Context: an optimization exercise on an open-source flow, tuned for small area, a short achievable clock period and few clock cycles per item. The choices shown serve that exercise and are no tape-out recipe. Where RTL was checked, it was by simulation tests only, not by an equivalence proof against the original. Power is estimated from default activity; no workload was simulated.

## backlight_fade_dim_controller
module backlight_fade_dim_controller #(
  parameter int TIME_BITS = 32,
  parameter int DUTY_BITS = 8
) (
  input  logic                 clk,
  input  logic                 rst,
  input  logic                 cfg_valid,
  output logic                 cfg_ready,
  input  logic [2:0]           cfg_index,
  input  logic [TIME_BITS-1:0] cfg_data,
  input  logic                 in_valid,
  output logic                 in_ready,
  input  logic [2:0]           func,
  input  logic [TIME_BITS-1:0] now_ms,
  input  logic [TIME_BITS-1:0] last_activity_ms,
  input  logic                 in_dim_phase,
  output logic                 out_valid,
  input  logic                 out_ready,
  output logic [DUTY_BITS-1:0] duty,
  output logic                 duty_written,
  output logic                 pwm_running,
  output logic                 backlight_cut
);
export LEC_CHECK = 0
export CAP_MARGIN = 20
export CORE_MARGIN = 2
export CORE_UTILIZATION = 70
export CTS_BUF_LIST = sky130_fd_sc_hd__clkbuf_8
export CTS_CLUSTER_DIAMETER = 60
export CTS_CLUSTER_SIZE = 16
export SETUP_SLACK_MARGIN = 5
export SLEW_MARGIN = 20
create_clock -name core_clock -period 9.0 [get_ports {clk}]
standard.sh (not shown) runs the stock make flow with config.mk's settings and CLKGATE_MAP_FILE= SYNTH_SCRIPT=/design/flow/synth_recipe.tcl, a recipe that flattens the netlist after the stock synthesis.
==> flow/flow/run.sh <==
#!/bin/bash
# Standard layout, with plain buf_1 cells (instead of the default pick) as the port buffers.
set -euo pipefail
sed "s/\"\${@:-finish}\"/'BUFFER_PORTS_ARGS=-buffer_cell sky130_fd_sc_hd__buf_1' \"\${@:-finish}\"/" standard.sh > standard_ports.sh
grep -q "BUFFER_PORTS_ARGS" standard_ports.sh
bash standard_ports.sh finish > flow_make.log 2>&1
The starting point went through all stages and came out clean.
Testbench counts at the start, summed over its fixed seeds: cycles 13,575, items 13,015.
Edit:
Settings changed: CORE_UTILIZATION 70 to 55, CTS_BUF_LIST sky130_fd_sc_hd__clkbuf_8 to sky130_fd_sc_hd__clkbuf_16, CTS_CLUSTER_SIZE 16 to 22.
=>
- cell area increases by 3.0%
- setup slack gains 0.023 ns
- global-route usage decreases by 6.2 points
- hold slack barely changes
- clock-buffer cell count increases by 7
- power increases by 4.9%
- via count decreases by 3.0%
- wire length increases by 3.2%
- fmax increases by 0.57%
Edit:
Settings changed: CORE_UTILIZATION 55 to 70.
Hold slack barely changes.
Register-to-register slack improved by 0.02 ns.
Area after synthesis is unchanged.
Cell area falls by 1.8%.
Worst setup slack is better by 0.019 ns.
Cell count came out lower by 4.6%.
Wire length shrinks by 2.6%.
Edit:
Settings changed: CTS_BUF_LIST sky130_fd_sc_hd__clkbuf_16 to sky130_fd_sc_hd__clkbuf_8, CTS_CLUSTER_DIAMETER 60 to not set, CTS_CLUSTER_SIZE 22 to not set.
Effect:
- The changed run finished clean
- die area does not change
- via count came out higher by 1.8%
- clock-buffer cell count grows by 82
- utilization grows by 0.61 points
- first-iteration DRC count is higher by 0.78%
- maximum frequency is about the same
- area after synthesis does not change
- worst hold slack barely changes

---

oak:
Another version of the RTL of backlight_fade_dim_controller (not shown whole).
Size: about 750 flip-flops, ~120 I/O pins.
==> flow/config.mk <==
export PLATFORM = sky130hd
export DESIGN_NAME = backlight_fade_dim_controller
export DESIGN_NICKNAME = backlight_fade_dim_controller
export VERILOG_FILES = /design/flow/design.v
export SDC_FILE = /design/flow/constraint.sdc
export NUM_CORES = 4
export LEC_CHECK = 0
export CAP_MARGIN = 20
export CORE_MARGIN = 2
export CORE_UTILIZATION = 70
export CTS_BUF_LIST = sky130_fd_sc_hd__clkbuf_8
export SETUP_SLACK_MARGIN = 5
export SLEW_MARGIN = 20
==> flow/constraint.sdc <==
create_clock -name core_clock -period 9.0 [get_ports {clk}]
set_input_delay 1.8000 -clock core_clock [delete_from_list [all_inputs] [get_ports {clk}]]
set_output_delay 1.8000 -clock core_clock [all_outputs]
set_load 0.01 [all_outputs]
Scripts as last shown in full above: flow/flow/run.sh
--- input diff oak..pine ---
Settings: CTS_BUF_LIST no longer set, was sky130_fd_sc_hd__clkbuf_8; CORE_UTILIZATION now 40, was 70.
Findings:
- Going from oak to pine, multi-input logic cell count saw little to no change, inserted tap cell count saw an increase, violation count after the first detailed-routing iteration saw a decrease.
- Detailed-route wire length per cell ends up higher on oak.
- As far as compound-cell area share of the yosys netlist goes, pine and oak are indistinguishable; the numbers are identical.
- The run showing the smaller wire length reported by the detailed router is oak.
- Of pine and oak, it is pine that has the higher post-detailed-placement cell area.
- Global routing met3 resource utilization: higher on oak
No run of this note included a check of the RTL's function; only the layout flow was run.

[port drivers added, routing unchanged]
How much do the figures lean on ideal ports? The routed layouts below were timed once more, with nothing changed but the port constraints. Step 1, drivers: a clkbuf_16 drives clk and a buf_2 each remaining input, both assumed. Step 2 moves the port delays by t, midway between the first and last clock arrival at a register: inputs arrive t later, outputs are due t later. That takes back most of the time a late clock gives input paths. Three values: ideal ports, drivers, drivers and shift; two values: the first two.
run	t, ns	slack for setup (ns)	clock arrival spread, ns	worst data-port slew with drivers (ns)	cell pins on the clock port's net
the first run of note 1	0.742	4.910 / 4.910 / 4.647	0.045 / 0.045	0.11	1
the second run of note 1	0.724	4.933 / 4.933 / 4.871	0.037 / 0.037	0.11	1
the third run of note 1	0.724	4.951 / 4.951 / 4.661	0.025 / 0.025	0.11	1
the fourth run of note 1	0.842	4.942 / 4.942 / 4.588	0.044 / 0.044	0.11	1
oak	0.853	5.014 / 5.014 / 4.960	0.049 / 0.049	0.09	1
pine	0.743	4.926 / 4.926 / 4.926	0.062 / 0.062	0.10	1
After both steps setup and hold are still met in every run listed. The setup slack of the fourth run of note 1, which loses most, moves by 0.000 ns with the drivers and by -0.354 ns with both steps.
